What follows belongs to an exercise in optimizing a design on an open flow for small area, a short achievable clock period and few clock cycles; a production flow would make more cautious choices.
At most, simulation tests tie the RTL to the original design; equivalence was not proved.
The RTL of run 1 was laid out without a check of its function.
Power is estimated from default activity; no workload was simulated.

==> flow/design.v (outline; a module is shown in full before it is edited, if it fits) <==
// module elemento_alu: 30 lines
// module dot5_csa: 585 lines
// module dot5_fin: 43 lines
// module coprocessador_param: 155 lines
module coprocessador_param
#(
  parameter int DATA_W = DATA_W_DEF,
  parameter int N_MAX = N_MAX_DEF,
  localparam int M_W = N_MAX*N_MAX*DATA_W
) (
  input  logic           clk,
  input  logic           rst,
  input  logic           start,
  input  logic [2:0]     tamanho,
  input  logic [2:0]     op,
  input  logic [M_W-1:0] matriz1,
  input  logic [M_W-1:0] matriz2,
  output logic [M_W-1:0] matrizresult,
  output logic           overflow,
  output logic           erro,
  output logic           busy,
  output logic           done
);
  // ...
==> flow/flow/run.sh <==
#!/bin/bash
# The standard layout (the standard.sh: standard synthesis, then ORFS to
# finish), with two make settings added on its command line:
#  - BUFFER_PORTS_ARGS naming the buffer that buffer_ports puts on every
#    input and output port (buf_2 instead of its default delay buffer).
# Each ORFS step writes its own log under orfs/logs; make's own output goes
# to make.log.
set -euo pipefail
MARGIN=7.6
PORTBUF=sky130_fd_sc_hd__buf_2
sed "s/CLKGATE_MAP_FILE= /CLKGATE_MAP_FILE= SETUP_SLACK_MARGIN=$MARGIN 'BUFFER_PORTS_ARGS=-buffer_cell $PORTBUF' /" standard.sh > standard_margin.sh
grep -q "SETUP_SLACK_MARGIN=$MARGIN" standard_margin.sh
bash standard_margin.sh > make.log 2>&1
==> flow/standard.sh <==
#!/bin/bash
# synth_recipe.tcl (not shown) runs the flow's synth.tcl, then flattens the netlist and writes it again
# the make line also repeats each setting of config.mk as NAME=value (left out here)
make -C /OpenROAD-flow-scripts/flow DESIGN_CONFIG=/design/flow/config.mk WORK_HOME=/design/flow/orfs CLKGATE_MAP_FILE= SYNTH_SCRIPT=/design/flow/synth_recipe.tcl "${@:-finish}"
==> flow/config.mk <==
export PLATFORM = sky130hd
export DESIGN_NAME = coprocessador_param
export DESIGN_NICKNAME = coprocessador_param
export VERILOG_FILES = /design/flow/design.v
export SDC_FILE = /design/flow/constraint.sdc
export NUM_CORES = 4
export LEC_CHECK = 0
export CAP_MARGIN = 20
export CELL_PAD_IN_SITES_DETAIL_PLACEMENT = 1
export CORE_MARGIN = 2
export CORE_UTILIZATION = 50
export SLEW_MARGIN = 20
==> flow/constraint.sdc <==
create_clock -name core_clock -period 12.0 [get_ports {clk}]
set_input_delay 2.4000 -clock core_clock [delete_from_list [all_inputs] [get_ports {clk}]]
set_output_delay 2.4000 -clock core_clock [all_outputs]
set_load 0.01 [all_outputs]
==> results.txt, run 1 <==
run status=timing/DRC/antenna clean; hold path cells=2; Syn Nets=11121; Slew Viols, Final=0; Seq. pwr=around 4 mW; post-synthesis xor/xnor area fraction=roughly 12%; Die W=roughly 410 µm; Post-DP HPWL=roughly 320 mm; 1st-iter DRT viols=approximately 12000; worst setup margin=between 7 and 8 ns; CTS Sinks=735; Sw Pwr=about 14 mW; CTS clk-pin slew, worst paths=0.06 ns; most frequent cells in the layout=inv_1 (912), fa_1 (820), xor2_1 (722); Die Ht=a little over 400 µm; Non-CTS buffers=977; crit-path leading delay family=simple AND/OR/NAND/NOR gates; Comb pwr share=about three quarters; Hold Crit Class=flop to flop; post-synthesis mux area share=under 10%; reg2reg setup slack=around 7.5 ns; FF-to-FF Start=r_arow[2][7]; max FFs per register=roughly 250; synth cell count leaders=inv_1 (916), fa_1 (860), xor2_1 (745); final hold violation count=0; Antenna Nets Post-Route=0; Largest Pwr Group=combinational cells; post-synthesis instance area=between 0.08 and 0.09 mm²; Comb group=between 15 and 20 mW; Data buffer area share=under 10%; leak pwr=approximately 41 nW; FF/Latch Area=between 0.015 and 0.02 mm²; Compound-Gate Fraction of Synth Area=about a fifth; met2 Use GR=a little over two thirds; hold_buf cts=0; crit path DAT=approximately 2.5 ns
==> module dot5_csa, before the edit <==
module dot5_csa (input logic [39:0] a, input logic [39:0] b, output logic [48:0] r);
  wire k0m0n = b[1] & ~(b[0] & 1'b0);
  wire k0m0o = b[0] ^ 1'b0;
  wire k0m0t = (b[1] & ~b[0] & ~1'b0) | (~b[1] & b[0] & 1'b0);
  wire k0m0p0 = (((k0m0o & a[0]) | (k0m0t & 1'b0)) ^ k0m0n);
  wire k0m0p1 = (((k0m0o & a[1]) | (k0m0t & a[0])) ^ k0m0n);
  wire k0m0p2 = (((k0m0o & a[2]) | (k0m0t & a[1])) ^ k0m0n);
  wire k0m0p3 = (((k0m0o & a[3]) | (k0m0t & a[2])) ^ k0m0n);
  wire k0m0p4 = (((k0m0o & a[4]) | (k0m0t & a[3])) ^ k0m0n);
  wire k0m0p5 = (((k0m0o & a[5]) | (k0m0t & a[4])) ^ k0m0n);
  wire k0m0p6 = (((k0m0o & a[6]) | (k0m0t & a[5])) ^ k0m0n);
  wire k0m0p7 = (((k0m0o & a[7]) | (k0m0t & a[6])) ^ k0m0n);
  wire k0m0p8 = ~(((k0m0o & a[7]) | (k0m0t & a[7])) ^ k0m0n);
  wire k0m1n = b[3] & ~(b[2] & b[1]);
  wire k0m1o = b[2] ^ b[1];
  wire k0m1t = (b[3] & ~b[2] & ~b[1]) | (~b[3] & b[2] & b[1]);
  wire k0m1p0 = (((k0m1o & a[0]) | (k0m1t & 1'b0)) ^ k0m1n);
  wire k0m1p1 = (((k0m1o & a[1]) | (k0m1t & a[0])) ^ k0m1n);
  wire k0m1p2 = (((k0m1o & a[2]) | (k0m1t & a[1])) ^ k0m1n);
  wire k0m1p3 = (((k0m1o & a[3]) | (k0m1t & a[2])) ^ k0m1n);
  wire k0m1p4 = (((k0m1o & a[4]) | (k0m1t & a[3])) ^ k0m1n);
  wire k0m1p5 = (((k0m1o & a[5]) | (k0m1t & a[4])) ^ k0m1n);
  wire k0m1p6 = (((k0m1o & a[6]) | (k0m1t & a[5])) ^ k0m1n);
  wire k0m1p7 = (((k0m1o & a[7]) | (k0m1t & a[6])) ^ k0m1n);
  wire k0m1p8 = ~(((k0m1o & a[7]) | (k0m1t & a[7])) ^ k0m1n);
  wire k0m2n = b[5] & ~(b[4] & b[3]);
  wire k0m2o = b[4] ^ b[3];
  wire k0m2t = (b[5] & ~b[4] & ~b[3]) | (~b[5] & b[4] & b[3]);
  wire k0m2p0 = (((k0m2o & a[0]) | (k0m2t & 1'b0)) ^ k0m2n);
  wire k0m2p1 = (((k0m2o & a[1]) | (k0m2t & a[0])) ^ k0m2n);
  wire k0m2p2 = (((k0m2o & a[2]) | (k0m2t & a[1])) ^ k0m2n);
  wire k0m2p3 = (((k0m2o & a[3]) | (k0m2t & a[2])) ^ k0m2n);
  wire k0m2p4 = (((k0m2o & a[4]) | (k0m2t & a[3])) ^ k0m2n);
  wire k0m2p5 = (((k0m2o & a[5]) | (k0m2t & a[4])) ^ k0m2n);
  wire k0m2p6 = (((k0m2o & a[6]) | (k0m2t & a[5])) ^ k0m2n);
  wire k0m2p7 = (((k0m2o & a[7]) | (k0m2t & a[6])) ^ k0m2n);
  wire k0m2p8 = ~(((k0m2o & a[7]) | (k0m2t & a[7])) ^ k0m2n);
  wire k0m3n = b[7] & ~(b[6] & b[5]);
  wire k0m3o = b[6] ^ b[5];
  wire k0m3t = (b[7] & ~b[6] & ~b[5]) | (~b[7] & b[6] & b[5]);
  wire k0m3p0 = (((k0m3o & a[0]) | (k0m3t & 1'b0)) ^ k0m3n);
  wire k0m3p1 = (((k0m3o & a[1]) | (k0m3t & a[0])) ^ k0m3n);
  wire k0m3p2 = (((k0m3o & a[2]) | (k0m3t & a[1])) ^ k0m3n);
  wire k0m3p3 = (((k0m3o & a[3]) | (k0m3t & a[2])) ^ k0m3n);
  wire k0m3p4 = (((k0m3o & a[4]) | (k0m3t & a[3])) ^ k0m3n);
  wire k0m3p5 = (((k0m3o & a[5]) | (k0m3t & a[4])) ^ k0m3n);
  wire k0m3p6 = (((k0m3o & a[6]) | (k0m3t & a[5])) ^ k0m3n);
  wire k0m3p7 = (((k0m3o & a[7]) | (k0m3t & a[6])) ^ k0m3n);
  wire k0m3p8 = ~(((k0m3o & a[7]) | (k0m3t & a[7])) ^ k0m3n);
  wire k1m0n = b[9] & ~(b[8] & 1'b0);
  wire k1m0o = b[8] ^ 1'b0;
  wire k1m0t = (b[9] & ~b[8] & ~1'b0) | (~b[9] & b[8] & 1'b0);
  wire k1m0p0 = (((k1m0o & a[8]) | (k1m0t & 1'b0)) ^ k1m0n);
  wire k1m0p1 = (((k1m0o & a[9]) | (k1m0t & a[8])) ^ k1m0n);
  wire k1m0p2 = (((k1m0o & a[10]) | (k1m0t & a[9])) ^ k1m0n);
  wire k1m0p3 = (((k1m0o & a[11]) | (k1m0t & a[10])) ^ k1m0n);
  wire k1m0p4 = (((k1m0o & a[12]) | (k1m0t & a[11])) ^ k1m0n);
  wire k1m0p5 = (((k1m0o & a[13]) | (k1m0t & a[12])) ^ k1m0n);
  wire k1m0p6 = (((k1m0o & a[14]) | (k1m0t & a[13])) ^ k1m0n);
  wire k1m0p7 = (((k1m0o & a[15]) | (k1m0t & a[14])) ^ k1m0n);
  wire k1m0p8 = ~(((k1m0o & a[15]) | (k1m0t & a[15])) ^ k1m0n);
  wire k1m1n = b[11] & ~(b[10] & b[9]);
  wire k1m1o = b[10] ^ b[9];
  wire k1m1t = (b[11] & ~b[10] & ~b[9]) | (~b[11] & b[10] & b[9]);
  wire k1m1p0 = (((k1m1o & a[8]) | (k1m1t & 1'b0)) ^ k1m1n);
  wire k1m1p1 = (((k1m1o & a[9]) | (k1m1t & a[8])) ^ k1m1n);
  wire k1m1p2 = (((k1m1o & a[10]) | (k1m1t & a[9])) ^ k1m1n);
  wire k1m1p3 = (((k1m1o & a[11]) | (k1m1t & a[10])) ^ k1m1n);
  wire k1m1p4 = (((k1m1o & a[12]) | (k1m1t & a[11])) ^ k1m1n);
  wire k1m1p5 = (((k1m1o & a[13]) | (k1m1t & a[12])) ^ k1m1n);
  wire k1m1p6 = (((k1m1o & a[14]) | (k1m1t & a[13])) ^ k1m1n);
  wire k1m1p7 = (((k1m1o & a[15]) | (k1m1t & a[14])) ^ k1m1n);
  wire k1m1p8 = ~(((k1m1o & a[15]) | (k1m1t & a[15])) ^ k1m1n);
  wire k1m2n = b[13] & ~(b[12] & b[11]);
  wire k1m2o = b[12] ^ b[11];
  wire k1m2t = (b[13] & ~b[12] & ~b[11]) | (~b[13] & b[12] & b[11]);
  wire k1m2p0 = (((k1m2o & a[8]) | (k1m2t & 1'b0)) ^ k1m2n);
  wire k1m2p1 = (((k1m2o & a[9]) | (k1m2t & a[8])) ^ k1m2n);
  wire k1m2p2 = (((k1m2o & a[10]) | (k1m2t & a[9])) ^ k1m2n);
  wire k1m2p3 = (((k1m2o & a[11]) | (k1m2t & a[10])) ^ k1m2n);
  wire k1m2p4 = (((k1m2o & a[12]) | (k1m2t & a[11])) ^ k1m2n);
  wire k1m2p5 = (((k1m2o & a[13]) | (k1m2t & a[12])) ^ k1m2n);
  wire k1m2p6 = (((k1m2o & a[14]) | (k1m2t & a[13])) ^ k1m2n);
  wire k1m2p7 = (((k1m2o & a[15]) | (k1m2t & a[14])) ^ k1m2n);
  wire k1m2p8 = ~(((k1m2o & a[15]) | (k1m2t & a[15])) ^ k1m2n);
  wire k1m3n = b[15] & ~(b[14] & b[13]);
  wire k1m3o = b[14] ^ b[13];
  wire k1m3t = (b[15] & ~b[14] & ~b[13]) | (~b[15] & b[14] & b[13]);
  wire k1m3p0 = (((k1m3o & a[8]) | (k1m3t & 1'b0)) ^ k1m3n);
  wire k1m3p1 = (((k1m3o & a[9]) | (k1m3t & a[8])) ^ k1m3n);
  wire k1m3p2 = (((k1m3o & a[10]) | (k1m3t & a[9])) ^ k1m3n);
  wire k1m3p3 = (((k1m3o & a[11]) | (k1m3t & a[10])) ^ k1m3n);
  wire k1m3p4 = (((k1m3o & a[12]) | (k1m3t & a[11])) ^ k1m3n);
  wire k1m3p5 = (((k1m3o & a[13]) | (k1m3t & a[12])) ^ k1m3n);
  wire k1m3p6 = (((k1m3o & a[14]) | (k1m3t & a[13])) ^ k1m3n);
  wire k1m3p7 = (((k1m3o & a[15]) | (k1m3t & a[14])) ^ k1m3n);
  wire k1m3p8 = ~(((k1m3o & a[15]) | (k1m3t & a[15])) ^ k1m3n);
  wire k2m0n = b[17] & ~(b[16] & 1'b0);
  wire k2m0o = b[16] ^ 1'b0;
  wire k2m0t = (b[17] & ~b[16] & ~1'b0) | (~b[17] & b[16] & 1'b0);
  wire k2m0p0 = (((k2m0o & a[16]) | (k2m0t & 1'b0)) ^ k2m0n);
  wire k2m0p1 = (((k2m0o & a[17]) | (k2m0t & a[16])) ^ k2m0n);
  wire k2m0p2 = (((k2m0o & a[18]) | (k2m0t & a[17])) ^ k2m0n);
  wire k2m0p3 = (((k2m0o & a[19]) | (k2m0t & a[18])) ^ k2m0n);
  wire k2m0p4 = (((k2m0o & a[20]) | (k2m0t & a[19])) ^ k2m0n);
  wire k2m0p5 = (((k2m0o & a[21]) | (k2m0t & a[20])) ^ k2m0n);
  wire k2m0p6 = (((k2m0o & a[22]) | (k2m0t & a[21])) ^ k2m0n);
  wire k2m0p7 = (((k2m0o & a[23]) | (k2m0t & a[22])) ^ k2m0n);
  wire k2m0p8 = ~(((k2m0o & a[23]) | (k2m0t & a[23])) ^ k2m0n);
  wire k2m1n = b[19] & ~(b[18] & b[17]);
  wire k2m1o = b[18] ^ b[17];
  wire k2m1t = (b[19] & ~b[18] & ~b[17]) | (~b[19] & b[18] & b[17]);
  wire k2m1p0 = (((k2m1o & a[16]) | (k2m1t & 1'b0)) ^ k2m1n);
  wire k2m1p1 = (((k2m1o & a[17]) | (k2m1t & a[16])) ^ k2m1n);
  wire k2m1p2 = (((k2m1o & a[18]) | (k2m1t & a[17])) ^ k2m1n);
  wire k2m1p3 = (((k2m1o & a[19]) | (k2m1t & a[18])) ^ k2m1n);
  wire k2m1p4 = (((k2m1o & a[20]) | (k2m1t & a[19])) ^ k2m1n);
  wire k2m1p5 = (((k2m1o & a[21]) | (k2m1t & a[20])) ^ k2m1n);
  wire k2m1p6 = (((k2m1o & a[22]) | (k2m1t & a[21])) ^ k2m1n);
  wire k2m1p7 = (((k2m1o & a[23]) | (k2m1t & a[22])) ^ k2m1n);
  wire k2m1p8 = ~(((k2m1o & a[23]) | (k2m1t & a[23])) ^ k2m1n);
  wire k2m2n = b[21] & ~(b[20] & b[19]);
  wire k2m2o = b[20] ^ b[19];
  wire k2m2t = (b[21] & ~b[20] & ~b[19]) | (~b[21] & b[20] & b[19]);
  wire k2m2p0 = (((k2m2o & a[16]) | (k2m2t & 1'b0)) ^ k2m2n);
  wire k2m2p1 = (((k2m2o & a[17]) | (k2m2t & a[16])) ^ k2m2n);
  wire k2m2p2 = (((k2m2o & a[18]) | (k2m2t & a[17])) ^ k2m2n);
  wire k2m2p3 = (((k2m2o & a[19]) | (k2m2t & a[18])) ^ k2m2n);
  wire k2m2p4 = (((k2m2o & a[20]) | (k2m2t & a[19])) ^ k2m2n);
  wire k2m2p5 = (((k2m2o & a[21]) | (k2m2t & a[20])) ^ k2m2n);
  wire k2m2p6 = (((k2m2o & a[22]) | (k2m2t & a[21])) ^ k2m2n);
  wire k2m2p7 = (((k2m2o & a[23]) | (k2m2t & a[22])) ^ k2m2n);
  wire k2m2p8 = ~(((k2m2o & a[23]) | (k2m2t & a[23])) ^ k2m2n);
  wire k2m3n = b[23] & ~(b[22] & b[21]);
  wire k2m3o = b[22] ^ b[21];
  wire k2m3t = (b[23] & ~b[22] & ~b[21]) | (~b[23] & b[22] & b[21]);
  wire k2m3p0 = (((k2m3o & a[16]) | (k2m3t & 1'b0)) ^ k2m3n);
  wire k2m3p1 = (((k2m3o & a[17]) | (k2m3t & a[16])) ^ k2m3n);
  wire k2m3p2 = (((k2m3o & a[18]) | (k2m3t & a[17])) ^ k2m3n);
  wire k2m3p3 = (((k2m3o & a[19]) | (k2m3t & a[18])) ^ k2m3n);
  wire k2m3p4 = (((k2m3o & a[20]) | (k2m3t & a[19])) ^ k2m3n);
  wire k2m3p5 = (((k2m3o & a[21]) | (k2m3t & a[20])) ^ k2m3n);
  wire k2m3p6 = (((k2m3o & a[22]) | (k2m3t & a[21])) ^ k2m3n);
  wire k2m3p7 = (((k2m3o & a[23]) | (k2m3t & a[22])) ^ k2m3n);
  wire k2m3p8 = ~(((k2m3o & a[23]) | (k2m3t & a[23])) ^ k2m3n);
  wire k3m0n = b[25] & ~(b[24] & 1'b0);
  wire k3m0o = b[24] ^ 1'b0;
  wire k3m0t = (b[25] & ~b[24] & ~1'b0) | (~b[25] & b[24] & 1'b0);
  wire k3m0p0 = (((k3m0o & a[24]) | (k3m0t & 1'b0)) ^ k3m0n);
  wire k3m0p1 = (((k3m0o & a[25]) | (k3m0t & a[24])) ^ k3m0n);
  wire k3m0p2 = (((k3m0o & a[26]) | (k3m0t & a[25])) ^ k3m0n);
  wire k3m0p3 = (((k3m0o & a[27]) | (k3m0t & a[26])) ^ k3m0n);
  wire k3m0p4 = (((k3m0o & a[28]) | (k3m0t & a[27])) ^ k3m0n);
  wire k3m0p5 = (((k3m0o & a[29]) | (k3m0t & a[28])) ^ k3m0n);
  wire k3m0p6 = (((k3m0o & a[30]) | (k3m0t & a[29])) ^ k3m0n);
  wire k3m0p7 = (((k3m0o & a[31]) | (k3m0t & a[30])) ^ k3m0n);
  wire k3m0p8 = ~(((k3m0o & a[31]) | (k3m0t & a[31])) ^ k3m0n);
  wire k3m1n = b[27] & ~(b[26] & b[25]);
  wire k3m1o = b[26] ^ b[25];
  wire k3m1t = (b[27] & ~b[26] & ~b[25]) | (~b[27] & b[26] & b[25]);
  wire k3m1p0 = (((k3m1o & a[24]) | (k3m1t & 1'b0)) ^ k3m1n);
  wire k3m1p1 = (((k3m1o & a[25]) | (k3m1t & a[24])) ^ k3m1n);
  wire k3m1p2 = (((k3m1o & a[26]) | (k3m1t & a[25])) ^ k3m1n);
  wire k3m1p3 = (((k3m1o & a[27]) | (k3m1t & a[26])) ^ k3m1n);
  wire k3m1p4 = (((k3m1o & a[28]) | (k3m1t & a[27])) ^ k3m1n);
  wire k3m1p5 = (((k3m1o & a[29]) | (k3m1t & a[28])) ^ k3m1n);
  wire k3m1p6 = (((k3m1o & a[30]) | (k3m1t & a[29])) ^ k3m1n);
  wire k3m1p7 = (((k3m1o & a[31]) | (k3m1t & a[30])) ^ k3m1n);
  wire k3m1p8 = ~(((k3m1o & a[31]) | (k3m1t & a[31])) ^ k3m1n);
  wire k3m2n = b[29] & ~(b[28] & b[27]);
  wire k3m2o = b[28] ^ b[27];
  wire k3m2t = (b[29] & ~b[28] & ~b[27]) | (~b[29] & b[28] & b[27]);
  wire k3m2p0 = (((k3m2o & a[24]) | (k3m2t & 1'b0)) ^ k3m2n);
  wire k3m2p1 = (((k3m2o & a[25]) | (k3m2t & a[24])) ^ k3m2n);
  wire k3m2p2 = (((k3m2o & a[26]) | (k3m2t & a[25])) ^ k3m2n);
  wire k3m2p3 = (((k3m2o & a[27]) | (k3m2t & a[26])) ^ k3m2n);
  wire k3m2p4 = (((k3m2o & a[28]) | (k3m2t & a[27])) ^ k3m2n);
  wire k3m2p5 = (((k3m2o & a[29]) | (k3m2t & a[28])) ^ k3m2n);
  wire k3m2p6 = (((k3m2o & a[30]) | (k3m2t & a[29])) ^ k3m2n);
  wire k3m2p7 = (((k3m2o & a[31]) | (k3m2t & a[30])) ^ k3m2n);
  wire k3m2p8 = ~(((k3m2o & a[31]) | (k3m2t & a[31])) ^ k3m2n);
  wire k3m3n = b[31] & ~(b[30] & b[29]);
  wire k3m3o = b[30] ^ b[29];
  wire k3m3t = (b[31] & ~b[30] & ~b[29]) | (~b[31] & b[30] & b[29]);
  wire k3m3p0 = (((k3m3o & a[24]) | (k3m3t & 1'b0)) ^ k3m3n);
  wire k3m3p1 = (((k3m3o & a[25]) | (k3m3t & a[24])) ^ k3m3n);
  wire k3m3p2 = (((k3m3o & a[26]) | (k3m3t & a[25])) ^ k3m3n);
  wire k3m3p3 = (((k3m3o & a[27]) | (k3m3t & a[26])) ^ k3m3n);
  wire k3m3p4 = (((k3m3o & a[28]) | (k3m3t & a[27])) ^ k3m3n);
  wire k3m3p5 = (((k3m3o & a[29]) | (k3m3t & a[28])) ^ k3m3n);
  wire k3m3p6 = (((k3m3o & a[30]) | (k3m3t & a[29])) ^ k3m3n);
  wire k3m3p7 = (((k3m3o & a[31]) | (k3m3t & a[30])) ^ k3m3n);
  wire k3m3p8 = ~(((k3m3o & a[31]) | (k3m3t & a[31])) ^ k3m3n);
  wire k4m0n = b[33] & ~(b[32] & 1'b0);
  wire k4m0o = b[32] ^ 1'b0;
  wire k4m0t = (b[33] & ~b[32] & ~1'b0) | (~b[33] & b[32] & 1'b0);
  wire k4m0p0 = (((k4m0o & a[32]) | (k4m0t & 1'b0)) ^ k4m0n);
  wire k4m0p1 = (((k4m0o & a[33]) | (k4m0t & a[32])) ^ k4m0n);
  wire k4m0p2 = (((k4m0o & a[34]) | (k4m0t & a[33])) ^ k4m0n);
  wire k4m0p3 = (((k4m0o & a[35]) | (k4m0t & a[34])) ^ k4m0n);
  wire k4m0p4 = (((k4m0o & a[36]) | (k4m0t & a[35])) ^ k4m0n);
  wire k4m0p5 = (((k4m0o & a[37]) | (k4m0t & a[36])) ^ k4m0n);
  wire k4m0p6 = (((k4m0o & a[38]) | (k4m0t & a[37])) ^ k4m0n);
  wire k4m0p7 = (((k4m0o & a[39]) | (k4m0t & a[38])) ^ k4m0n);
  wire k4m0p8 = ~(((k4m0o & a[39]) | (k4m0t & a[39])) ^ k4m0n);
  wire k4m1n = b[35] & ~(b[34] & b[33]);
  wire k4m1o = b[34] ^ b[33];
  wire k4m1t = (b[35] & ~b[34] & ~b[33]) | (~b[35] & b[34] & b[33]);
  wire k4m1p0 = (((k4m1o & a[32]) | (k4m1t & 1'b0)) ^ k4m1n);
  wire k4m1p1 = (((k4m1o & a[33]) | (k4m1t & a[32])) ^ k4m1n);
  wire k4m1p2 = (((k4m1o & a[34]) | (k4m1t & a[33])) ^ k4m1n);
  wire k4m1p3 = (((k4m1o & a[35]) | (k4m1t & a[34])) ^ k4m1n);
  wire k4m1p4 = (((k4m1o & a[36]) | (k4m1t & a[35])) ^ k4m1n);
  wire k4m1p5 = (((k4m1o & a[37]) | (k4m1t & a[36])) ^ k4m1n);
  wire k4m1p6 = (((k4m1o & a[38]) | (k4m1t & a[37])) ^ k4m1n);
  wire k4m1p7 = (((k4m1o & a[39]) | (k4m1t & a[38])) ^ k4m1n);
  wire k4m1p8 = ~(((k4m1o & a[39]) | (k4m1t & a[39])) ^ k4m1n);
  wire k4m2n = b[37] & ~(b[36] & b[35]);
  wire k4m2o = b[36] ^ b[35];
  wire k4m2t = (b[37] & ~b[36] & ~b[35]) | (~b[37] & b[36] & b[35]);
  wire k4m2p0 = (((k4m2o & a[32]) | (k4m2t & 1'b0)) ^ k4m2n);
  wire k4m2p1 = (((k4m2o & a[33]) | (k4m2t & a[32])) ^ k4m2n);
  wire k4m2p2 = (((k4m2o & a[34]) | (k4m2t & a[33])) ^ k4m2n);
  wire k4m2p3 = (((k4m2o & a[35]) | (k4m2t & a[34])) ^ k4m2n);
  wire k4m2p4 = (((k4m2o & a[36]) | (k4m2t & a[35])) ^ k4m2n);
  wire k4m2p5 = (((k4m2o & a[37]) | (k4m2t & a[36])) ^ k4m2n);
  wire k4m2p6 = (((k4m2o & a[38]) | (k4m2t & a[37])) ^ k4m2n);
  wire k4m2p7 = (((k4m2o & a[39]) | (k4m2t & a[38])) ^ k4m2n);
  wire k4m2p8 = ~(((k4m2o & a[39]) | (k4m2t & a[39])) ^ k4m2n);
  wire k4m3n = b[39] & ~(b[38] & b[37]);
  wire k4m3o = b[38] ^ b[37];
  wire k4m3t = (b[39] & ~b[38] & ~b[37]) | (~b[39] & b[38] & b[37]);
  wire k4m3p0 = (((k4m3o & a[32]) | (k4m3t & 1'b0)) ^ k4m3n);
  wire k4m3p1 = (((k4m3o & a[33]) | (k4m3t & a[32])) ^ k4m3n);
  wire k4m3p2 = (((k4m3o & a[34]) | (k4m3t & a[33])) ^ k4m3n);
  wire k4m3p3 = (((k4m3o & a[35]) | (k4m3t & a[34])) ^ k4m3n);
  wire k4m3p4 = (((k4m3o & a[36]) | (k4m3t & a[35])) ^ k4m3n);
  wire k4m3p5 = (((k4m3o & a[37]) | (k4m3t & a[36])) ^ k4m3n);
  wire k4m3p6 = (((k4m3o & a[38]) | (k4m3t & a[37])) ^ k4m3n);
  wire k4m3p7 = (((k4m3o & a[39]) | (k4m3t & a[38])) ^ k4m3n);
  wire k4m3p8 = ~(((k4m3o & a[39]) | (k4m3t & a[39])) ^ k4m3n);
  wire t1, t2;
  wire t3, t4;
  wire t5, t6;
  wire t7, t8;
  wire t9, t10;
  wire t11, t12;
  wire t13, t14;
  wire t15, t16;
  wire t17, t18;
  wire t19, t20;
  wire t21, t22;
  wire t23, t24;
  wire t25, t26;
  wire t27, t28;
  wire t29, t30;
  wire t31, t32;
  wire t33, t34;
  wire t35, t36;
  wire t37, t38;
  wire t39, t40;
  wire t41, t42;
  wire t43, t44;
  wire t45, t46;
  wire t47, t48;
  wire t49, t50;
  wire t51, t52;
  wire t53, t54;
  wire t55, t56;
  wire t57, t58;
  wire t59, t60;
  wire t61, t62;
  wire t63, t64;
  wire t65, t66;
  wire t67, t68;
  wire t69, t70;
  wire t71, t72;
  wire t73, t74;
  wire t75, t76;
  wire t77, t78;
  wire t79, t80;
  wire t81, t82;
  wire t83, t84;
  wire t85, t86;
  wire t87, t88;
  wire t89, t90;
  wire t91, t92;
  wire t93, t94;
  wire t95, t96;
  wire t97, t98;
  wire t99, t100;
  wire t101, t102;
  wire t103, t104;
  wire t105, t106;
  wire t107, t108;
  wire t109, t110;
  wire t111, t112;
  wire t113, t114;
  wire t115, t116;
  wire t117, t118;
  wire t119, t120;
  wire t121, t122;
  wire t123, t124;
  wire t125, t126;
  wire t127, t128;
  wire t129, t130;
  wire t131, t132;
  wire t133, t134;
  wire t135, t136;
  wire t137, t138;
  wire t139, t140;
  wire t141, t142;
  wire t143, t144;
  wire t145, t146;
  wire t147, t148;
  wire t149, t150;
  wire t151, t152;
  wire t153, t154;
  wire t155, t156;
  wire t157, t158;
  wire t159, t160;
  wire t161, t162;
  wire t163, t164;
  wire t165, t166;
  wire t167, t168;
  wire t169, t170;
  wire t171, t172;
  wire t173, t174;
  wire t175, t176;
  wire t177, t178;
  wire t179, t180;
  wire t181, t182;
  wire t183, t184;
  wire t185, t186;
  wire t187, t188;
  wire t189, t190;
  wire t191, t192;
  wire t193, t194;
  wire t195, t196;
  wire t197, t198;
  wire t199, t200;
  wire t201, t202;
  wire t203, t204;
  wire t205, t206;
  wire t207, t208;
  wire t209, t210;
  wire t211, t212;
  wire t213, t214;
  wire t215, t216;
  wire t217, t218;
  wire t219, t220;
  wire t221, t222;
  wire t223, t224;
  wire t225, t226;
  wire t227, t228;
  wire t229, t230;
  wire t231, t232;
  wire t233, t234;
  wire t235, t236;
  wire t237, t238;
  wire t239, t240;
  wire t241, t242;
  wire t243, t244;
  wire t245, t246;
  wire t247, t248;
  wire t249, t250;
  wire t251, t252;
  wire t253, t254;
  wire t255, t256;
  wire t257, t258;
  wire t259, t260;
  wire t261, t262;
  wire t263, t264;
  wire t265, t266;
  wire t267, t268;
  wire t269, t270;
  wire t271, t272;
  wire t273, t274;
  wire t275, t276;
  wire t277, t278;
  wire t279, t280;
  wire t281, t282;
  wire t283, t284;
  wire t285, t286;
  wire t287, t288;
  wire t289, t290;
  wire t291, t292;
  wire t293, t294;
  wire t295, t296;
  wire t297, t298;
  wire t299, t300;
  wire t301, t302;
  wire t303, t304;
  wire t305, t306;
  wire t307, t308;
  wire t309, t310;
  wire t311, t312;
  wire t313, t314;
  wire t315, t316;
  wire t317, t318;
  wire t319, t320;
  wire t321, t322;
  wire t323, t324;
  wire t325, t326;
  wire t327, t328;
  wire t329, t330;
  wire t331, t332;
  wire t333, t334;
  wire t335, t336;
  wire t337, t338;
  wire t339, t340;
  wire t341, t342;
  assign {t2, t1} = {1'b0, k0m2n} + {1'b0, k1m2n};
  assign {t4, t3} = {1'b0, k0m3n} + {1'b0, k1m3n} + {1'b0, k2m3n};
  assign {t6, t5} = {1'b0, k3m3n} + {1'b0, k4m3n} + {1'b0, k0m0p6};
  assign {t8, t7} = {1'b0, k0m1p4} + {1'b0, k0m2p2} + {1'b0, k0m3p0};
  assign {t10, t9} = {1'b0, 1'b1} + {1'b0, k0m0p7} + {1'b0, k0m1p5};
  assign {t12, t11} = {1'b0, k0m2p3} + {1'b0, k0m3p1} + {1'b0, k1m0p7};
  assign {t14, t13} = {1'b0, k1m1p5} + {1'b0, k1m2p3};
  assign {t16, t15} = {1'b0, 1'b1} + {1'b0, k0m0p8} + {1'b0, k0m1p6};
  assign {t18, t17} = {1'b0, k0m2p4} + {1'b0, k0m3p2} + {1'b0, k1m0p8};
  assign {t20, t19} = {1'b0, k1m1p6} + {1'b0, k1m2p4};
  assign {t22, t21} = {1'b0, k0m1n} + {1'b0, k1m1n} + {1'b0, k2m1n};
  assign {t24, t23} = {1'b0, k2m2n} + {1'b0, k3m2n} + {1'b0, k4m2n};
  assign {t26, t25} = {1'b0, t1} + {1'b0, k0m0p4} + {1'b0, k0m1p2};
  assign {t28, t27} = {1'b0, k0m2p0} + {1'b0, k1m0p4} + {1'b0, k1m1p2};
  assign {t30, t29} = {1'b0, t2} + {1'b0, k0m0p5} + {1'b0, k0m1p3};
  assign {t32, t31} = {1'b0, k0m2p1} + {1'b0, k1m0p5} + {1'b0, k1m1p3};
  assign {t34, t33} = {1'b0, k1m2p1} + {1'b0, k2m0p5} + {1'b0, k2m1p3};
  assign {t36, t35} = {1'b0, k1m0p6} + {1'b0, k1m1p4} + {1'b0, k1m2p2};
  assign {t38, t37} = {1'b0, k1m3p0} + {1'b0, k2m0p6} + {1'b0, k2m1p4};
  assign {t40, t39} = {1'b0, k2m2p2} + {1'b0, k2m3p0} + {1'b0, k3m0p6};
  assign {t42, t41} = {1'b0, k3m1p4} + {1'b0, k3m2p2} + {1'b0, k3m3p0};
  assign {t44, t43} = {1'b0, k4m0p6} + {1'b0, k4m1p4};
  assign {t46, t45} = {1'b0, t4} + {1'b0, k1m3p1} + {1'b0, k2m0p7};
  assign {t48, t47} = {1'b0, k2m1p5} + {1'b0, k2m2p3} + {1'b0, k2m3p1};
  assign {t50, t49} = {1'b0, k3m0p7} + {1'b0, k3m1p5} + {1'b0, k3m2p3};
  assign {t52, t51} = {1'b0, k3m3p1} + {1'b0, k4m0p7} + {1'b0, k4m1p5};
  assign {t54, t53} = {1'b0, k4m2p3} + {1'b0, k4m3p1} + {1'b0, t13};
  assign {t56, t55} = {1'b0, t6} + {1'b0, t8};
  assign {t58, t57} = {1'b0, k1m3p2} + {1'b0, k2m0p8} + {1'b0, k2m1p6};
  assign {t60, t59} = {1'b0, k2m2p4} + {1'b0, k2m3p2} + {1'b0, k3m0p8};
  assign {t62, t61} = {1'b0, k3m1p6} + {1'b0, k3m2p4} + {1'b0, k3m3p2};
  assign {t64, t63} = {1'b0, k4m0p8} + {1'b0, k4m1p6} + {1'b0, k4m2p4};
  assign {t66, t65} = {1'b0, k4m3p2} + {1'b0, t14} + {1'b0, t19};
  assign {t68, t67} = {1'b0, t10} + {1'b0, t12} + {1'b0, t15};
  assign {t70, t69} = {1'b0, 1'b1} + {1'b0, k0m1p7} + {1'b0, k0m2p5};
  assign {t72, t71} = {1'b0, k0m3p3} + {1'b0, k1m1p7} + {1'b0, k1m2p5};
  assign {t74, t73} = {1'b0, k1m3p3} + {1'b0, k2m1p7} + {1'b0, k2m2p5};
  assign {t76, t75} = {1'b0, k2m3p3} + {1'b0, k3m1p7} + {1'b0, k3m2p5};
  assign {t78, t77} = {1'b0, k3m3p3} + {1'b0, k4m1p7} + {1'b0, k4m2p5};
  assign {t80, t79} = {1'b0, k4m3p3} + {1'b0, t20} + {1'b0, t16};
  assign {t82, t81} = {1'b0, 1'b1} + {1'b0, k0m1p8} + {1'b0, k0m2p6};
  assign {t84, t83} = {1'b0, k0m3p4} + {1'b0, k1m1p8} + {1'b0, k1m2p6};
  assign {t86, t85} = {1'b0, k1m3p4} + {1'b0, k2m1p8} + {1'b0, k2m2p6};
  assign {t88, t87} = {1'b0, k2m3p4} + {1'b0, k3m1p8} + {1'b0, k3m2p6};
  assign {t90, t89} = {1'b0, k3m3p4} + {1'b0, k4m1p8};
  assign {t92, t91} = {1'b0, k0m2p7} + {1'b0, k0m3p5} + {1'b0, k1m2p7};
  assign {t94, t93} = {1'b0, k0m0n} + {1'b0, k1m0n};
  assign {t96, t95} = {1'b0, k3m1n} + {1'b0, k4m1n} + {1'b0, k0m0p2};
  assign {t98, t97} = {1'b0, k0m1p0} + {1'b0, k1m0p2} + {1'b0, k1m1p0};
  assign {t100, t99} = {1'b0, t22} + {1'b0, k0m0p3} + {1'b0, k0m1p1};
  assign {t102, t101} = {1'b0, k1m0p3} + {1'b0, k1m1p1} + {1'b0, k2m0p3};
  assign {t104, t103} = {1'b0, k1m2p0} + {1'b0, k2m0p4} + {1'b0, k2m1p2};
  assign {t106, t105} = {1'b0, k2m2p0} + {1'b0, k3m0p4} + {1'b0, k3m1p2};
  assign {t108, t107} = {1'b0, k3m2p0} + {1'b0, k4m0p4} + {1'b0, k4m1p2};
  assign {t110, t109} = {1'b0, t24} + {1'b0, k2m2p1} + {1'b0, k3m0p5};
  assign {t112, t111} = {1'b0, k3m1p3} + {1'b0, k3m2p1} + {1'b0, k4m0p5};
  assign {t114, t113} = {1'b0, k4m1p3} + {1'b0, k4m2p1} + {1'b0, t26};
  assign {t116, t115} = {1'b0, t28} + {1'b0, t29};
  assign {t118, t117} = {1'b0, k4m2p2} + {1'b0, k4m3p0} + {1'b0, t3};
  assign {t120, t119} = {1'b0, t43} + {1'b0, t30} + {1'b0, t32};
  assign {t122, t121} = {1'b0, t34} + {1'b0, t5} + {1'b0, t7};
  assign {t124, t123} = {1'b0, t35} + {1'b0, t37} + {1'b0, t39};
  assign {t126, t125} = {1'b0, t44} + {1'b0, t36} + {1'b0, t38};
  assign {t128, t127} = {1'b0, t40} + {1'b0, t42} + {1'b0, t9};
  assign {t130, t129} = {1'b0, t11} + {1'b0, t45} + {1'b0, t47};
  assign {t132, t131} = {1'b0, t49} + {1'b0, t51} + {1'b0, t55};
  assign {t134, t133} = {1'b0, t46} + {1'b0, t48} + {1'b0, t50};
  assign {t136, t135} = {1'b0, t52} + {1'b0, t17} + {1'b0, t57};
  assign {t138, t137} = {1'b0, t59} + {1'b0, t61} + {1'b0, t63};
  assign {t140, t139} = {1'b0, t56} + {1'b0, t54} + {1'b0, t65};
  assign {t142, t141} = {1'b0, t18} + {1'b0, t58} + {1'b0, t60};
  assign {t144, t143} = {1'b0, t62} + {1'b0, t64} + {1'b0, t69};
  assign {t146, t145} = {1'b0, t71} + {1'b0, t73} + {1'b0, t75};
  assign {t148, t147} = {1'b0, t77} + {1'b0, t66} + {1'b0, t68};
  assign {t150, t149} = {1'b0, k4m2p6} + {1'b0, k4m3p4} + {1'b0, t89};
  assign {t152, t151} = {1'b0, t70} + {1'b0, t72} + {1'b0, t74};
  assign {t154, t153} = {1'b0, t76} + {1'b0, t78} + {1'b0, t81};
  assign {t156, t155} = {1'b0, t83} + {1'b0, t85} + {1'b0, t87};
  assign {t158, t157} = {1'b0, k1m3p5} + {1'b0, k2m2p7} + {1'b0, k2m3p5};
  assign {t160, t159} = {1'b0, k3m2p7} + {1'b0, k3m3p5} + {1'b0, k4m2p7};
  assign {t162, t161} = {1'b0, k4m3p5} + {1'b0, t90} + {1'b0, t82};
  assign {t164, t163} = {1'b0, t84} + {1'b0, t86} + {1'b0, t88};
  assign {t166, t165} = {1'b0, 1'b1} + {1'b0, k0m2p8} + {1'b0, k0m3p6};
  assign {t168, t167} = {1'b0, k1m2p8} + {1'b0, k1m3p6} + {1'b0, k2m2p8};
  assign {t170, t169} = {1'b0, k2m3p6} + {1'b0, k3m2p8} + {1'b0, k3m3p6};
  assign {t172, t171} = {1'b0, k4m2p8} + {1'b0, k4m3p6};
  assign {t174, t173} = {1'b0, k2m0n} + {1'b0, k3m0n} + {1'b0, k4m0n};
  assign {t176, t175} = {1'b0, t93} + {1'b0, k0m0p0};
  assign {t178, t177} = {1'b0, t94} + {1'b0, k0m0p1} + {1'b0, k1m0p1};
  assign {t180, t179} = {1'b0, k2m0p2} + {1'b0, k2m1p0} + {1'b0, k3m0p2};
  assign {t182, t181} = {1'b0, k3m1p0} + {1'b0, k4m0p2} + {1'b0, k4m1p0};
  assign {t184, t183} = {1'b0, k2m1p1} + {1'b0, k3m0p3} + {1'b0, k3m1p1};
  assign {t186, t185} = {1'b0, k4m0p3} + {1'b0, k4m1p1} + {1'b0, t96};
  assign {t188, t187} = {1'b0, t98} + {1'b0, t99};
  assign {t190, t189} = {1'b0, k4m2p0} + {1'b0, t23} + {1'b0, t100};
  assign {t192, t191} = {1'b0, t102} + {1'b0, t25} + {1'b0, t27};
  assign {t194, t193} = {1'b0, t103} + {1'b0, t105} + {1'b0, t107};
  assign {t196, t195} = {1'b0, t104} + {1'b0, t106} + {1'b0, t108};
  assign {t198, t197} = {1'b0, t31} + {1'b0, t33} + {1'b0, t109};
  assign {t200, t199} = {1'b0, t111} + {1'b0, t115} + {1'b0, t113};
  assign {t202, t201} = {1'b0, t110} + {1'b0, t112} + {1'b0, t41};
  assign {t204, t203} = {1'b0, t117} + {1'b0, t116} + {1'b0, t114};
  assign {t206, t205} = {1'b0, t119} + {1'b0, t121} + {1'b0, t123};
  assign {t208, t207} = {1'b0, t118} + {1'b0, t53} + {1'b0, t120};
  assign {t210, t209} = {1'b0, t122} + {1'b0, t124} + {1'b0, t125};
  assign {t212, t211} = {1'b0, t127} + {1'b0, t129} + {1'b0, t131};
  assign {t214, t213} = {1'b0, t126} + {1'b0, t128} + {1'b0, t130};
  assign {t216, t215} = {1'b0, t133} + {1'b0, t67} + {1'b0, t135};
  assign {t218, t217} = {1'b0, t137} + {1'b0, t132} + {1'b0, t139};
  assign {t220, t219} = {1'b0, t134} + {1'b0, t79} + {1'b0, t136};
  assign {t222, t221} = {1'b0, t138} + {1'b0, t141} + {1'b0, t143};
  assign {t224, t223} = {1'b0, t145} + {1'b0, t140} + {1'b0, t147};
  assign {t226, t225} = {1'b0, t149} + {1'b0, t80} + {1'b0, t142};
  assign {t228, t227} = {1'b0, t144} + {1'b0, t146} + {1'b0, t151};
  assign {t230, t229} = {1'b0, t153} + {1'b0, t155} + {1'b0, t148};
  assign {t232, t231} = {1'b0, t91} + {1'b0, t157} + {1'b0, t159};
  assign {t234, t233} = {1'b0, t150} + {1'b0, t152} + {1'b0, t154};
  assign {t236, t235} = {1'b0, t156} + {1'b0, t161} + {1'b0, t163};
  assign {t238, t237} = {1'b0, t171} + {1'b0, t92} + {1'b0, t158};
  assign {t240, t239} = {1'b0, t160} + {1'b0, t165} + {1'b0, t167};
  assign {t242, t241} = {1'b0, t169} + {1'b0, t162} + {1'b0, t164};
  assign {t244, t243} = {1'b0, k0m3p7} + {1'b0, k1m3p7} + {1'b0, k2m3p7};
  assign {t246, t245} = {1'b0, k3m3p7} + {1'b0, k4m3p7} + {1'b0, t172};
  assign {t248, t247} = {1'b0, t166} + {1'b0, t168} + {1'b0, t170};
  assign {t250, t249} = {1'b0, 1'b1} + {1'b0, k0m3p8} + {1'b0, k1m3p8};
  assign {t252, t251} = {1'b0, k2m3p8} + {1'b0, k3m3p8};
  assign {t254, t253} = {1'b0, k1m0p0} + {1'b0, k2m0p0} + {1'b0, k3m0p0};
  assign {t256, t255} = {1'b0, t174} + {1'b0, k2m0p1} + {1'b0, k3m0p1};
  assign {t258, t257} = {1'b0, k4m0p1} + {1'b0, t176};
  assign {t260, t259} = {1'b0, t21} + {1'b0, t178} + {1'b0, t95};
  assign {t262, t261} = {1'b0, t97} + {1'b0, t179} + {1'b0, t181};
  assign {t264, t263} = {1'b0, t180} + {1'b0, t182} + {1'b0, t101};
  assign {t266, t265} = {1'b0, t183} + {1'b0, t187} + {1'b0, t185};
  assign {t268, t267} = {1'b0, t184} + {1'b0, t188} + {1'b0, t186};
  assign {t270, t269} = {1'b0, t189} + {1'b0, t191} + {1'b0, t193};
  assign {t272, t271} = {1'b0, t190} + {1'b0, t192} + {1'b0, t194};
  assign {t274, t273} = {1'b0, t195} + {1'b0, t197} + {1'b0, t199};
  assign {t276, t275} = {1'b0, t196} + {1'b0, t198} + {1'b0, t201};
  assign {t278, t277} = {1'b0, t200} + {1'b0, t203} + {1'b0, t205};
  assign {t280, t279} = {1'b0, t202} + {1'b0, t204} + {1'b0, t207};
  assign {t282, t281} = {1'b0, t206} + {1'b0, t209} + {1'b0, t211};
  assign {t284, t283} = {1'b0, t208} + {1'b0, t210} + {1'b0, t213};
  assign {t286, t285} = {1'b0, t215} + {1'b0, t212} + {1'b0, t217};
  assign {t288, t287} = {1'b0, t214} + {1'b0, t216} + {1'b0, t219};
  assign {t290, t289} = {1'b0, t221} + {1'b0, t218} + {1'b0, t223};
  assign {t292, t291} = {1'b0, t220} + {1'b0, t225} + {1'b0, t222};
  assign {t294, t293} = {1'b0, t227} + {1'b0, t224} + {1'b0, t229};
  assign {t296, t295} = {1'b0, t231} + {1'b0, t226} + {1'b0, t228};
  assign {t298, t297} = {1'b0, t233} + {1'b0, t235} + {1'b0, t230};
  assign {t300, t299} = {1'b0, t232} + {1'b0, t237} + {1'b0, t239};
  assign {t302, t301} = {1'b0, t234} + {1'b0, t236} + {1'b0, t241};
  assign {t304, t303} = {1'b0, t243} + {1'b0, t245} + {1'b0, t238};
  assign {t306, t305} = {1'b0, t240} + {1'b0, t247} + {1'b0, t242};
  assign {t308, t307} = {1'b0, k4m3p8} + {1'b0, t251} + {1'b0, t244};
  assign {t310, t309} = {1'b0, t249} + {1'b0, t246} + {1'b0, t248};
  assign {t312, t311} = {1'b0, k4m0p0} + {1'b0, t173};
  assign {t314, t313} = {1'b0, t254} + {1'b0, t177} + {1'b0, t255};
  assign {t316, t315} = {1'b0, t256} + {1'b0, t258} + {1'b0, t259};
  assign {t318, t317} = {1'b0, t260} + {1'b0, t262} + {1'b0, t263};
  assign {t320, t319} = {1'b0, t264} + {1'b0, t266} + {1'b0, t267};
  assign {t322, t321} = {1'b0, t268} + {1'b0, t270} + {1'b0, t271};
  assign {t324, t323} = {1'b0, t272} + {1'b0, t275} + {1'b0, t274};
  assign {t326, t325} = {1'b0, t276} + {1'b0, t279} + {1'b0, t278};
  assign {t328, t327} = {1'b0, t280} + {1'b0, t283} + {1'b0, t282};
  assign {t330, t329} = {1'b0, t284} + {1'b0, t287} + {1'b0, t286};
  assign {t332, t331} = {1'b0, t288} + {1'b0, t291} + {1'b0, t290};
  assign {t334, t333} = {1'b0, t292} + {1'b0, t295} + {1'b0, t297};
  assign {t336, t335} = {1'b0, t299} + {1'b0, t296} + {1'b0, t301};
  assign {t338, t337} = {1'b0, t303} + {1'b0, t300} + {1'b0, t302};
  assign {t340, t339} = {1'b0, t307} + {1'b0, t304} + {1'b0, t309};
  assign {t342, t341} = {1'b0, t252} + {1'b0, t250} + {1'b0, t308};
  assign r = {t341, t339, t337, t335, t333, t331, t329, t327, t325, t323, t321, t319, t317, t315, t313, t311, t340, t338, t336, t334, t332, t330, t328, t326, t324, t322, t320, t318, t316, t314, t312, t253, t342, t310, t306, t305, t298, t294, t293, t289, t285, t281, t277, t273, t269, t265, t261, t257, t175};
endmodule
==> module dot5_fin, before the edit <==
module dot5_fin (input logic [48:0] r, output logic [7:0] y, output logic ovf);
  wire t343, t344;
  wire t345, t346;
  wire t347, t348;
  wire t349, t350;
  wire t351, t352;
  wire t353, t354;
  wire t355, t356;
  wire t357, t358;
  wire t359, t360;
  wire t361, t362;
  wire t363, t364;
  wire t365, t366;
  wire t367, t368;
  wire t369, t370;
  wire t371, t372;
  wire t373, t374;
  assign {t344, t343} = {1'b0, r[0]} + {1'b0, r[17]};
  assign {t346, t345} = {1'b0, r[1]} + {1'b0, r[18]} + {1'b0, r[34]};
  assign {t348, t347} = {1'b0, r[2]} + {1'b0, r[19]} + {1'b0, r[35]};
  assign {t350, t349} = {1'b0, r[3]} + {1'b0, r[20]} + {1'b0, r[36]};
  assign {t352, t351} = {1'b0, r[4]} + {1'b0, r[21]} + {1'b0, r[37]};
  assign {t354, t353} = {1'b0, r[5]} + {1'b0, r[22]} + {1'b0, r[38]};
  assign {t356, t355} = {1'b0, r[6]} + {1'b0, r[23]} + {1'b0, r[39]};
  assign {t358, t357} = {1'b0, r[7]} + {1'b0, r[24]} + {1'b0, r[40]};
  assign {t360, t359} = {1'b0, r[8]} + {1'b0, r[25]} + {1'b0, r[41]};
  assign {t362, t361} = {1'b0, r[9]} + {1'b0, r[26]} + {1'b0, r[42]};
  assign {t364, t363} = {1'b0, r[10]} + {1'b0, r[27]} + {1'b0, r[43]};
  assign {t366, t365} = {1'b0, r[11]} + {1'b0, r[28]} + {1'b0, r[44]};
  assign {t368, t367} = {1'b0, r[12]} + {1'b0, r[29]} + {1'b0, r[45]};
  assign {t370, t369} = {1'b0, r[13]} + {1'b0, r[30]} + {1'b0, r[46]};
  assign {t372, t371} = {1'b0, r[14]} + {1'b0, r[31]} + {1'b0, r[47]};
  assign {t374, t373} = {1'b0, r[15]} + {1'b0, r[32]} + {1'b0, r[48]};
  wire [17:0] r0 = {1'b1, r[16], t372, t370, t368, t366, t364, t362, t360, t358, t356, t354, t352, t350, t348, t346, t344, r[33]};
  wire [17:0] r1 = {1'b0, t374, t373, t371, t369, t367, t365, t363, t361, t359, t357, t355, t353, t351, t349, t347, t345, t343};
  wire [8:0] lo = {1'b0, r0[7:0]} + {1'b0, r1[7:0]};
  assign y = {~lo[7], lo[6:0]};
  wire [9:0] xh = r0[17:8], yh = r1[17:8];
  wire [9:0] hx = xh ^ yh;
  wire [9:0] ho = xh | yh;
  wire zhi = &(hx[9:1] ~^ ho[8:0]);
  assign ovf = !(zhi && (hx[0] == lo[8]));
endmodule
==> run 2, diff against run 1 <==
--- a/flow/design.v
+++ b/flow/design.v
@@ -41,7 +41,7 @@
     o_ovf = (i_as && (w_s[DATA_W] != w_c7)) || (i_ng && (i_a == {1'b1, {(DATA_W-1){1'b0}}}));
   end
 endmodule
-module dot5_csa (input logic [39:0] a, input logic [39:0] b, output logic [48:0] r);
+module dot5_csa (input logic [39:0] a, input logic [39:0] b, output logic [33:0] r);
   wire k0m0n = b[1] & ~(b[0] & 1'b0);
   wire k0m0o = b[0] ^ 1'b0;
   wire k0m0t = (b[1] & ~b[0] & ~1'b0) | (~b[1] & b[0] & 1'b0);
@@ -453,6 +453,22 @@
   wire t337, t338;
   wire t339, t340;
   wire t341, t342;
+  wire t343, t344;
+  wire t345, t346;
+  wire t347, t348;
+  wire t349, t350;
+  wire t351, t352;
+  wire t353, t354;
+  wire t355, t356;
+  wire t357, t358;
+  wire t359, t360;
+  wire t361, t362;
+  wire t363, t364;
+  wire t365, t366;
+  wire t367, t368;
+  wire t369, t370;
+  wire t371, t372;
+  wire t373, t374;
   assign {t2, t1} = {1'b0, k0m2n} + {1'b0, k1m2n};
   assign {t4, t3} = {1'b0, k0m3n} + {1'b0, k1m3n} + {1'b0, k2m3n};
   assign {t6, t5} = {1'b0, k3m3n} + {1'b0, k4m3n} + {1'b0, k0m0p6};
@@ -624,43 +640,27 @@
   assign {t338, t337} = {1'b0, t303} + {1'b0, t300} + {1'b0, t302};
   assign {t340, t339} = {1'b0, t307} + {1'b0, t304} + {1'b0, t309};
   assign {t342, t341} = {1'b0, t252} + {1'b0, t250} + {1'b0, t308};
-  assign r = {t341, t339, t337, t335, t333, t331, t329, t327, t325, t323, t321, t319, t317, t315, t313, t311, t340, t338, t336, t334, t332, t330, t328, t326, t324, t322, t320, t318, t316, t314, t312, t253, t342, t310, t306, t305, t298, t294, t293, t289, t285, t281, t277, t273, t269, t265, t261, t257, t175};
+  assign {t344, t343} = {1'b0, t175} + {1'b0, t311};
+  assign {t346, t345} = {1'b0, t312} + {1'b0, t257} + {1'b0, t313};
+  assign {t348, t347} = {1'b0, t314} + {1'b0, t261} + {1'b0, t315};
+  assign {t350, t349} = {1'b0, t265} + {1'b0, t316} + {1'b0, t317};
+  assign {t352, t351} = {1'b0, t318} + {1'b0, t269} + {1'b0, t319};
+  assign {t354, t353} = {1'b0, t320} + {1'b0, t273} + {1'b0, t321};
+  assign {t356, t355} = {1'b0, t322} + {1'b0, t277} + {1'b0, t323};
+  assign {t358, t357} = {1'b0, t281} + {1'b0, t324} + {1'b0, t325};
+  assign {t360, t359} = {1'b0, t285} + {1'b0, t326} + {1'b0, t327};
+  assign {t362, t361} = {1'b0, t289} + {1'b0, t328} + {1'b0, t329};
+  assign {t364, t363} = {1'b0, t293} + {1'b0, t330} + {1'b0, t331};
+  assign {t366, t365} = {1'b0, t294} + {1'b0, t333} + {1'b0, t332};
+  assign {t368, t367} = {1'b0, t298} + {1'b0, t335} + {1'b0, t334};
+  assign {t370, t369} = {1'b0, t305} + {1'b0, t337} + {1'b0, t336};
+  assign {t372, t371} = {1'b0, t306} + {1'b0, t339} + {1'b0, t338};
+  assign {t374, t373} = {1'b0, t310} + {1'b0, t341} + {1'b0, t340};
+  assign r = {t374, t373, t371, t369, t367, t365, t363, t361, t359, t357, t355, t353, t351, t349, t347, t345, t343, t342, t372, t370, t368, t366, t364, t362, t360, t358, t356, t354, t352, t350, t348, t346, t344, t253};
 endmodule
-module dot5_fin (input logic [48:0] r, output logic [7:0] y, output logic ovf);
-  wire t343, t344;
-  wire t345, t346;
-  wire t347, t348;
-  wire t349, t350;
-  wire t351, t352;
-  wire t353, t354;
-  wire t355, t356;
-  wire t357, t358;
-  wire t359, t360;
-  wire t361, t362;
-  wire t363, t364;
-  wire t365, t366;
-  wire t367, t368;
-  wire t369, t370;
-  wire t371, t372;
-  wire t373, t374;
-  assign {t344, t343} = {1'b0, r[0]} + {1'b0, r[17]};
-  assign {t346, t345} = {1'b0, r[1]} + {1'b0, r[18]} + {1'b0, r[34]};
-  assign {t348, t347} = {1'b0, r[2]} + {1'b0, r[19]} + {1'b0, r[35]};
-  assign {t350, t349} = {1'b0, r[3]} + {1'b0, r[20]} + {1'b0, r[36]};
-  assign {t352, t351} = {1'b0, r[4]} + {1'b0, r[21]} + {1'b0, r[37]};
-  assign {t354, t353} = {1'b0, r[5]} + {1'b0, r[22]} + {1'b0, r[38]};
-  assign {t356, t355} = {1'b0, r[6]} + {1'b0, r[23]} + {1'b0, r[39]};
-  assign {t358, t357} = {1'b0, r[7]} + {1'b0, r[24]} + {1'b0, r[40]};
-  assign {t360, t359} = {1'b0, r[8]} + {1'b0, r[25]} + {1'b0, r[41]};
-  assign {t362, t361} = {1'b0, r[9]} + {1'b0, r[26]} + {1'b0, r[42]};
-  assign {t364, t363} = {1'b0, r[10]} + {1'b0, r[27]} + {1'b0, r[43]};
-  assign {t366, t365} = {1'b0, r[11]} + {1'b0, r[28]} + {1'b0, r[44]};
-  assign {t368, t367} = {1'b0, r[12]} + {1'b0, r[29]} + {1'b0, r[45]};
-  assign {t370, t369} = {1'b0, r[13]} + {1'b0, r[30]} + {1'b0, r[46]};
-  assign {t372, t371} = {1'b0, r[14]} + {1'b0, r[31]} + {1'b0, r[47]};
-  assign {t374, t373} = {1'b0, r[15]} + {1'b0, r[32]} + {1'b0, r[48]};
-  wire [17:0] r0 = {1'b1, r[16], t372, t370, t368, t366, t364, t362, t360, t358, t356, t354, t352, t350, t348, t346, t344, r[33]};
-  wire [17:0] r1 = {1'b0, t374, t373, t371, t369, t367, t365, t363, t361, t359, t357, t355, t353, t351, t349, t347, t345, t343};
+module dot5_fin (input logic [33:0] r, output logic [7:0] y, output logic ovf);
+  wire [17:0] r0 = {1'b1, r[16], r[15], r[14], r[13], r[12], r[11], r[10], r[9], r[8], r[7], r[6], r[5], r[4], r[3], r[2], r[1], r[0]};
+  wire [17:0] r1 = {1'b0, r[33], r[32], r[31], r[30], r[29], r[28], r[27], r[26], r[25], r[24], r[23], r[22], r[21], r[20], r[19], r[18], r[17]};
   wire [8:0] lo = {1'b0, r0[7:0]} + {1'b0, r1[7:0]};
   assign y = {~lo[7], lo[6:0]};
   wire [9:0] xh = r0[17:8], yh = r1[17:8];
@@ -691,8 +691,7 @@
 );
   typedef logic [DATA_W-1:0] elem_t;
   logic r_busy, r_done, r_erro;
-  logic [N_MAX*N_MAX-1:0] r_ovf_l;       
-  logic [N_MAX-1:0] r_ovf_m;             
+  logic [N_MAX-1:0] r_ovf_l, r_ovf_m;    
   logic [N_MAX-1:0] r_last, r_colv;
   logic [N_MAX:0] r_row, r_end;
   logic r_pv;                            
@@ -715,7 +714,8 @@
     end
   end
   elem_t w_lane [N_MAX][N_MAX];
-  logic [N_MAX*N_MAX-1:0] w_lovf;
+  logic [N_MAX-1:0] w_lovf [N_MAX];
+  logic [N_MAX-1:0] w_lrow;
   for (genvar g = 0; g < N_MAX; g++) begin : g_lr
     for (genvar h = 0; h < N_MAX; h++) begin : g_lc
       logic w_en;
@@ -730,23 +730,19 @@
         .i_tr(w_en && w_tr),
         .i_pa(w_en && w_pa),
         .o_y(w_lane[g][h]),
-        .o_ovf(w_lovf[g*N_MAX+h])
+        .o_ovf(w_lovf[g][h])
       );
     end
+    assign w_lrow[g] = |w_lovf[g];
   end
-  localparam int CSW = 49;
+  localparam int CSW = 34;
   logic [N_MAX*DATA_W-1:0] w_arow;
   logic [CSW-1:0] w_csa [N_MAX];
   logic [CSW-1:0] r_csa [N_MAX];
   elem_t w_dot [N_MAX];
   logic [N_MAX-1:0] w_dovf, w_dovf_raw;
-  elem_t r_arow [N_MAX];
-  always_ff @(posedge clk) begin
-    for (int k = 0; k < N_MAX; k++)
-      r_arow[k] <= r_busy ? r_res[1][k] : w_lane[0][k];
-  end
   for (genvar k = 0; k < N_MAX; k++) begin : g_ar
-    assign w_arow[k*DATA_W +: DATA_W] = r_arow[k];
+    assign w_arow[k*DATA_W +: DATA_W] = r_res[0][k];
   end
   for (genvar h = 0; h < N_MAX; h++) begin : g_dot
     logic [N_MAX*DATA_W-1:0] w_bcol;
@@ -776,7 +772,7 @@
       if (start) begin
         r_busy <= 1'b1;
         r_done <= !w_seq;
-        r_ovf_l <= w_lovf;
+        r_ovf_l <= w_lrow;
         r_ovf_m <= '0;
         r_erro <= w_bad;
         r_row <= (N_MAX+1)'(1);
--- a/flow/flow/run.sh
+++ b/flow/flow/run.sh
@@ -6,7 +6,7 @@
 # Each ORFS step writes its own log under orfs/logs; make's own output goes
 # to make.log.
 set -euo pipefail
-MARGIN=7.6
+MARGIN=7.3
 PORTBUF=sky130_fd_sc_hd__buf_2
 sed "s/CLKGATE_MAP_FILE= /CLKGATE_MAP_FILE= SETUP_SLACK_MARGIN=$MARGIN 'BUFFER_PORTS_ARGS=-buffer_cell $PORTBUF' /" standard.sh > standard_margin.sh
 grep -q "SETUP_SLACK_MARGIN=$MARGIN" standard_margin.sh
==> run 2 against run 1 <==
Against the previous run: still clean; sequential share of layout area decreased by 2.4 points; clock-buffer cell count is 6 lower; via count barely moved; synthesized cell count fell by 6.5%; die area down 5.8%; critical path depth increased by 12; power decreased by 16%; area after synthesis shrank 5.8%; cell area decreased by 2.4%; largest cell class unchanged.
==> results.txt, run 2 <==
drt total wl=around 450 mm; post-synthesis instance area=0.0792 mm² (-5.8%); Die Ht=402 µm (-2.9%); Setup CP Type=flop to flop; Area contributors post-synth=fa_1 (22%), dfxtp_1 (10%), ha_1 (8.1%); worst vdd ir=about 350 µV; number of global-route vias before repair=~80000; post-layout min period=a little under 5 ns; Hold Crit Class=flop to flop; Syn Nets=10514 (-5.5%); Filler Cell Count=17629; Clk pwr share=a little under an eighth; flop and latch count out of synthesis=600; 1st-iter DRT viols=12498 (+5.0%); commonest non-fill, non-tap cell in the layout=fa_1; worst-path fanout max=6; CTS Buf Count=79; Syn Area/Cell=between 9 and 10 µm²; Final Util=~60%; synth unique cells=77; top-count cell post-synth=fa_1; Comb pwr share=74.4% (+1.0 points); total grt overflow=0; nets=~11000; Switching Fraction=about half; CTS Sinks=600 (-18%); most frequent cells in the layout=fa_1 (739), inv_1 (725), xor2_1 (680); CTS tree=built; DR vias=between 80000 and 90000; DR pass1 iterations=10; Max Clk Rate=around 200 MHz; synth cell count leaders=fa_1 (860), inv_1 (733), xor2_1 (702); clk buf depth=3; crit path DAT=5.55 ns (+3.06 ns); Root Buffer=clkbuf_16; CP startpoint kind=flop; largest net degree at the start of global routing=between 100 and 150; Starting Density=about half; Synthesis Warnings=12; Buffers on Ports=about 600; worst slew pin tran=1.28 ns; EDFF count, synth=200; Antenna Nets Post-Route=0 (unchanged); Worst-Skew Late Latency=between 0.7 and 0.8 ns; setup TNS=0 ns; final setup violation count=0; unrepaired setup endpoints after global routing=true; Slew Viols, Final=0 (unchanged); largest area contributor in the netlist=fa_1; relative max-transition margin=between 10 and 15%; CTS H-tree lvls=3; final hold violation count=0 (unchanged); Setup crit end kind=flop; routed len/inst=between 30 and 40 µm; top flop regs=r_b (200), r_res (200), r_csa (170); drt via density=around 7.1; overall fraction of global-route tracks in use=about half; Post-Syn Instances=8730; CTS clk-pin slew, worst paths=0.06 ns (about the same); share of layout cells above drive strength 1=between 20% and 30%; clk_skew=~0.05 ns; P_int=11.2 mW; share of the synthesized area in the top cell type=a little over a fifth; Post-synth top flop=dfxtp_1; pwr/cell area=241 mW/mm²; Async S/R FF share, synth=0%; Die W=402 µm (-2.9%); Post-DP HPWL=310 mm (-3.9%); Residual DRC=0; boundary pin count=around 600; die area=0.162 mm²; period utilization=~41%; leak pwr=38.6 nW (-4.9%); Flop pwr share=between 10% and 20%; Core Region=~0.16 mm²; area delta synth->final=18.7%; antenna violations before repair=about 120; Required @ worst endpoint=12.61 ns; run status=timing/DRC/antenna clean; GPL Wtd Cong=1.02; first-pass GRT wire length=just under 600 mm; max-capacitance violation count=0; hold_buf cts=0 (unchanged); cell row count=146; fraction of the yosys area taken by sequential cells=roughly 18%; Sw Pwr=11.4 mW (-17%)
[run 2: kinds of logic after synthesis]
group	count (synthesis)	synth area share [%]
AO/OA/AOI/OAI	2064	18.1
XOR/XNOR	1125	12.4
adder cells (fa/ha/maj)	1375	29.9
buffers and inverters	1407	6.70
flip-flops	600	17.7
multiplexers	320	4.23
AND/OR/NAND/NOR	1839	10.9
[run 2: final cells by class]
class / count / area, µm² / area share (%)
sequential: 600 / 14100 / 15.0
antenna: 62 / 155 / 0.165
tap: 2072 / 2590 / 2.76
clock inverter: 37 / 320 / 0.341
clock buffer: 110 / 2330 / 2.48
inverter: 750 / 2830 / 3.02
timing repair buffer: 1178 / 8500 / 9.05
multi-input combinational: 6723 / 63100 / 67.1
[run 2: worst max-delay path, stage by stage, from the launching register on]
cell and delay [ns]:
edfxtp_1 0.68, nor2_2 0.08, nand2_1 0.09, o21ai_1 0.07, buf_4 0.16, buf_6 0.14, a22oi_2 0.35, xor2_1 0.19
fa_1 0.49, inv_1 0.10, ha_1 0.24, inv_1 0.09, fa_1 0.45, fa_1 0.50, fa_1 0.56, fa_1 0.57
inv_1 0.06
[run 2: power groups by stage]
stage	logic (mW)	clock network [mW]	registers, mW
floorplan	9.83	0	3.07
global placement	14.1	0	3.29
detailed placement	14.7	0	3.30
CTS	15.4	2.52	3.19
global route	18.4	2.60	3.23
finish	16.8	2.56	3.22
[run 2: stage by stage]
step	hold WS [ns]	instance area, µm²	instances	total power, mW	setup WS [ns]
2_1_floorplan	0.426	79600	8730	12.9	6.40
3_3_place_gp	0.439	83900	10884	17.3	5.55
3_5_place_dp	0.457	83900	10884	18.0	5.39
4_1_cts	0.472	90300	11246	21.1	7.23
5_1_grt	0.506	93900	11500	24.2	7.09
6_report	0.470	93900	11532	22.6	7.06
[run 2: routing by layer]
| layer | global-route usage, % | up-vias | share of wire (%) |
|---|---|---|---|
| met5 | 0 | - | 0.13 |
| li1 | - | 31468 | - |
| met3 | 15.9 | 2442 | 15 |
| met1 | 62.9 | 40590 | 34 |
| met2 | 71.3 | 7529 | 40 |
| met4 | 42.5 | 60 | 11 |
[run 2: final timing paths]
| check | startpoint | to | slack [ns] | depth (start not counted) |
|---|---|---|---|---|
| setup reg to reg | r_b[6][2] | r_csa[1][23] | 7.06 | 16 |
| hold / removal | r_pv | r_pv | 0.47 | 1 |
| setup / recovery | r_b[6][2] | r_csa[1][23] | 7.06 | 16 |
| hold reg to reg | r_pv | r_pv | 0.47 | 1 |
[run 2: repair_timing]
action,4_1_cts,5_1_grt
buffers inserted,212,221
cloned,3,3
gates resized for setup,400,355
pin swaps,72,248
endpoints found under the setup margin,390,125
Testbench counts of run 2, summed over its fixed seeds: cycles 6,580.

## afterwards: timing with drivers on the ports
No port has a modelled driver above. Below, the same layouts with a new extraction and two added sets of constraints.
Step 1 (the two cells are an assumption about what drives the block):
set clk [get_ports {clk}]
set_driving_cell -lib_cell sky130_fd_sc_hd__clkbuf_16 $clk
set_driving_cell -lib_cell sky130_fd_sc_hd__buf_2 [delete_from_list [all_inputs] $clk]
Step 2, shift: input delay + t, output delay - t, t = (earliest + latest rising clock arrival at the registers) / 2. This alone moves slack from input paths to output paths.
Three values: ideal ports, drivers, drivers and shift; two values: the first two.
run | t (ns) | setup WS [ns] | worst setup path after step 2 | pins driven straight from the clock port
run 1 | 0.843 | 7.109 / 7.007 / 6.533 | input to register | 1
run 2 | 0.810 | 7.056 / 6.943 / 6.133 | input to register | 1
After both steps every run listed still meets setup and hold. For run 2, which loses most, drivers alone change the setup slack by -0.113 ns; drivers and shift together by -0.923 ns.
